What follows belongs to an exercise in optimizing a design on an open flow for small area, a short achievable clock period and few clock cycles; a production flow would make more cautious choices.
Function was not checked in any run shown here: the RTL went through the layout flow alone.

## flow/design.v (module list and top-level ports; edited modules follow where they fit)
// module systolic_ws_stream: 3404 lines
// module ws_booth_enc: 18 lines
// module ws_fa: 10 lines
// module ws_ha: 9 lines
module systolic_ws_stream (
    input  logic        clk,
    input  logic        rst,
    input  logic        start_i,
    input  logic        reuse_w_i,
    input  logic        w_valid_i,
    input  logic [31:0] w_data_i,
    output logic        w_ready_o,
    input  logic        a_valid_i,
    input  logic [31:0] a_data_i,
    input  logic        a_last_i,
    output logic        a_ready_o,
    output logic        o_valid_o,
    output logic [71:0] o_data_o,
    output logic        busy_o,
    output logic        done_o
);
  // ...
==> flow/flow/run.sh <==
#!/bin/bash
# Own layout flow: the standard ORFS flow (standard.sh, which also runs the
# standard synthesis unchanged), with one change: the buffers that ORFS puts on
# every input and output port are sky130_fd_sc_hd__buf_2 cells instead of the
# delay buffers it picks by default. Each make run logs to its own file here.
set -euo pipefail
bash standard.sh synth > synth.log 2>&1
bash standard.sh "BUFFER_PORTS_ARGS=-buffer_cell sky130_fd_sc_hd__buf_2" finish > layout.log 2>&1
==> flow/standard.sh <==
#!/bin/bash
# synth_recipe.tcl (not shown) runs the flow's synth.tcl, then flattens the netlist and writes it again
# the make line also repeats each setting of config.mk as NAME=value (left out here)
make -C /OpenROAD-flow-scripts/flow DESIGN_CONFIG=/design/flow/config.mk WORK_HOME=/design/flow/orfs CLKGATE_MAP_FILE= SYNTH_SCRIPT=/design/flow/synth_recipe.tcl "${@:-finish}"
==> flow/config.mk <==
export PLATFORM = sky130hd
export DESIGN_NAME = systolic_ws_stream
export DESIGN_NICKNAME = systolic_ws_stream
export VERILOG_FILES = /design/flow/design.v
export SDC_FILE = /design/flow/constraint.sdc
export NUM_CORES = 4
export LEC_CHECK = 0
export CAP_MARGIN = 20
export CORE_MARGIN = 2
export CORE_UTILIZATION = 40
export CTS_CLUSTER_DIAMETER = 120
export CTS_CLUSTER_SIZE = 25
export SETUP_SLACK_MARGIN = 4.2
export SLEW_MARGIN = 20
export SYNTH_HIERARCHICAL = 1
==> flow/constraint.sdc <==
create_clock -name core_clock -period 7.0 [get_ports {clk}]
set_input_delay 1.4000 -clock core_clock [delete_from_list [all_inputs] [get_ports {clk}]]
set_output_delay 1.4000 -clock core_clock [all_outputs]
set_load 0.01 [all_outputs]
==> metrics.cfg, run 1 <==
[sta]
drv_slew=0
fin_crit_sh_pct=44.6
finClkSkew_ns=0.0534
worst_pin_slew_ns=0.935
hold_viol_final=0

[finish]
final_area_um2=46400
num-nonclk-buffers=614
largestClassByArea=multi-input combinational cells
seq_area_share_pct=23.6
multi_input_area_share_pct=56.4
inv_count=76
stdcell_count=4540

[placed_design]
place.gp.congestion=0.913
place_ws_ns=3.18
dp_hpwl_mm=73.9

[clock_tree]
hold_buffers=0
cts-root-buf=clkbuf_16
htreeDepth=1
cts_tree=yes

[setup_path]
start_kind=flip-flop
worst_path_largest_cell_delay_ns=0.55
path_buf_inv=2
cp_max_fo=6
crit_chain=clkbuf_16, buf_12, a22oi_2, xnor2_2, fa_2, fa_2, fa_2, fa_2
cp_num_cells=8
crit_type=flip-flop to flip-flop

[synth]
synth-simple-area-share_pct=3.04
synth_common_cells=fa_1, a22oi_1, xnor2_1, dfxtp_1, xor2_1
yosysTopAreaCell=fa_1
yosys_warnings=21
syn_inst=3023
synth_fa_ha_area_share_pct=33.0

[grt]
grt_pass1_vias=28400
grt_first_pass_wirelength_mm=191

[detailed_routing]
viasPerCell=6.06
route.vias.total=27500
drtAntennaViolNets=0

[hold_path]
hold_path.class=flip-flop to flip-flop

[status]
status=no timing/DRC/antenna violations

[floorplanning]
ios=148

[job]
cap_violations=0

==> run 2, diff against run 1 <==
--- a/flow/config.mk
+++ b/flow/config.mk
@@ -10,6 +10,6 @@
 export CORE_UTILIZATION = 40
 export CTS_CLUSTER_DIAMETER = 120
 export CTS_CLUSTER_SIZE = 25
-export SETUP_SLACK_MARGIN = 4.2
+export SETUP_SLACK_MARGIN = 4.0
 export SLEW_MARGIN = 20
 export SYNTH_HIERARCHICAL = 1
==> metrics.cfg, run 2 <==
[status]
status=no timing/DRC/antenna violations

[placed_design]
dp_cells=4064
place.gp.congestion=0.856  ; -6.3%
postPlaceCellArea_um2=36800
numPortBuffers=147
dp_hpwl_mm=69.0  ; -6.7%

[floorplanning]
dieArea_um2=91500
initial_core_util_pct=40.3
ios=148  ; unchanged
die_h_um=303
rows=109
core_area_um2=88400
die_w_um=303

[detailed_routing]
finalWirelength_mm=117
viasPerCell=5.78  ; -4.6%
wire_per_inst_um=26.2
drtAntennaViolNets=0  ; unchanged
route.vias.total=25700  ; -6.4%
drc=0
first_iter_violations=2887
first_pass_iters=6

[clock_tree]
cts_buffer_depth=3
cts_made_buffers=25
cts.sinks=468
clk_latency_ns=0.63
htreeDepth=1  ; unchanged
cts_tree=yes
hold_buffers=0  ; unchanged
clkTransAtPathRegs_ns=0.11
cts-root-buf=clkbuf_16

[finish]
nFillCells=7824
top_regs=wgt_q (128), oData_q (72)
layout_commonest_cell=fa_1
stdcell_count=4455  ; -1.9%
fin_util_pct=49.2
top_register=wgt_q
drive_gt1_share_pct=30.1
area_growth_pct=21.9
mostFrequentLayoutCells=fa_1, xnor2_1, a22oi_1
largest_reg_flops=128
fin_nets=3976
final_area_um2=43500  ; -6.4%

[grt]
grt_first_pass_wirelength_mm=161  ; -15%
grt-ovfl-total=0
grt_pass1_vias=25600  ; -9.8%
antenna_found_initial=1
grt.total_usage_pct=23.6
grt_max_degree=132

[sta]
finClkSkew_ns=0.0300  ; -0.0234 ns
layout_min_cycle_time_ns=3.08
drv_slew=0  ; unchanged
setup_tns_ns=0
setup_viol_count_final=0
fin_crit_sh_pct=44.0  ; -0.60 points
slew_headroom_pct=37.7
rsz0062_at_grt=true
worst_pin_slew_ns=0.934  ; -0.000413 ns
max_freq_ghz=0.324
hold_viol_final=0  ; unchanged

[synth]
syn_avg_cell_area_um2=11.8
yosysTopAreaCell=fa_1
syn_inst=3023  ; unchanged
synth.distinct_cells=59
synth_area_leaders=fa_1, dfxtp_1, edfxtp_1, a22oi_1, xnor2_1
synthesis.nets=3727
seq_area_frac_synth_pct=30.1
netlist_area_um2=35700
synth-edff-count=128
synth_ff_type=dfxtp_1
synthArstFlopShare_pct=3.42
synth_common_cells=fa_1, a22oi_1, xnor2_1, dfxtp_1, xor2_1
yosysMostFrequentCell=fa_1
yosysTopAreaCellShare_pct=28.7
yosys_warnings=21  ; unchanged
ys_seq_elements=468

[setup_path]
cp_max_fo=9  ; +3
start_kind=flip-flop
r2r_cells=7
cp.arrival_ns=3.59
r2r-end=cut1c2_p9_3_q
ff2ff_setup_slack_ns=3.92
crit_required_ns=7.50
crit_type=flip-flop to flip-flop
cp-end-kind=flip-flop
r2r-start=one_q[0][1]

[hold_path]
hold_path.class=flip-flop to flip-flop
holdPathStages=0
hp-start=vPipe_q[1]
worstHoldEndpoint=oValid_q

[job]
cap_violations=0  ; unchanged

-- run 2: changes by cell type in the layout (fill, tap and decap cells not counted), moves of 46 or more --
| cell | previous run | this run |
|---|---|---|
| fa_2 | 250 | 122 |
| xnor2_2 | 61 | 15 |
| buf_12 | 104 | 58 |
| a22oi_2 | 224 | 155 |
| fa_1 | 262 | 390 |
| xnor2_1 | 270 | 316 |
| a22oi_1 | 224 | 293 |
-- run 2: what timing repair did --
item,4_1_cts,5_1_grt
buffers inserted,165,163
endpoints found under the setup margin,138,73
gates resized for setup,170,374
pin swaps,39,213
cloned,3,15
-- run 2: cells by family (layout without fill, tap and decap cells) --
family                     count (synthesis)  in the layout  synth area share [%]
adders and majority gates                633            633                  33.0
xor gates and xnor gates                 646            646                  15.9
muxes                                      3              3                0.0877
other                                      0              1                     0
and+or+nand+nor                          220            220                  3.04
buffers and inverters                    387            653                  4.72
AOI/OAI and AO/OA                        666            666                  13.2
DFF                                      468            468                  30.1
-- run 2: critical path, cell delays in order, from the launching register on --
cell	delay, ns
dfxtp_4	0.42
clkbuf_16	0.20
a22oi_2	0.27
xor2_2	0.21
fa_1	0.49
fa_2	0.44
fa_1	0.51
fa_1	0.41
-- run 2: final cells by class --
class	count	area, um2	area share (%)
Multi-Input combinational cell	2168	25000	57.4
Sequential cell	468	10900	25.1
Timing Repair Buffer	533	5020	11.6
Tap cell	1165	1460	3.35
Clock buffer	37	692	1.59
Inverter	76	285	0.656
Clock inverter	7	110	0.253
Antenna cell	1	2.50	0.00576
-- run 2: routing by layer --
layer / global-route usage, % / up-vias / wire length [um] / part of all wire [%]
li1: - / 10700 / - / -
met1: 31.5 / 13100 / 43900 / 38
met2: 37.4 / 1610 / 52900 / 45
met3: 5.28 / 321 / 13500 / 12
met4: 9.28 / 7 / 6140 / 5.3
met5: 0 / - / 135 / 0.12
-- run 2: Yosys stat by module (local to each module, per instance) --
module	copies in the design	cells	flops+latches
ws_booth_enc	4	18	0
ws_ha	40	1	0
systolic_ws_stream	1	2399	468
ws_fa	512	1	0
-- run 2: worst max-delay path by stage --
stage | from | end | cells past startpoint
4_1_cts | cut1c1_p9_1_q | oData_q[34] | 10
3_5_place_dp | one_q[1][1] | cut1c0_p7_2_q | 6
5_1_grt | cut1c1_p9_1_q | oData_q[34] | 10
6_report | one_q[0][1] | cut1c2_p9_3_q | 7
3_3_place_gp | one_q[1][1] | cut1c1_p10_2_q | 6
2_1_floorplan | w_valid_i | wRdy_q | 5
-- run 2: metrics by stage --
stage          hold WS [ns]  setup WS [ns]
2_1_floorplan         0.331           3.01
3_3_place_gp          0.336           3.55
3_5_place_dp          0.335           3.52
4_1_cts               0.359           3.87
5_1_grt               0.372           3.79
6_report              0.358           3.92

==> re-timing with driven ports <==
In the flow no input, the clock included, has a driving cell. The finished layouts below were timed again as built, in two steps. Step 1 sets driving cells, clkbuf_16 on the clock port and buf_2 on the other inputs (assumed; they add their load-dependent delay and slew). Step 2 also shifts input and output timing later by t, the mid clock arrival at the registers, as if the neighbouring blocks saw the same clock. Three values: no drivers, after step 1, after step 2; two values: the first two.
run | t (ns) | slack for setup (ns) | hold slack, ns | worst setup path after step 2 | cell pins on the clock port's net
run 1 | 0.703 | 3.876 / 3.876 / 3.876 | 0.355 / 0.355 / 0.355 | register to register | 1
run 2 | 0.673 | 3.918 / 3.918 / 3.918 | 0.358 / 0.358 / 0.358 | register to register | 1
After both steps setup and hold are still met in every run listed.
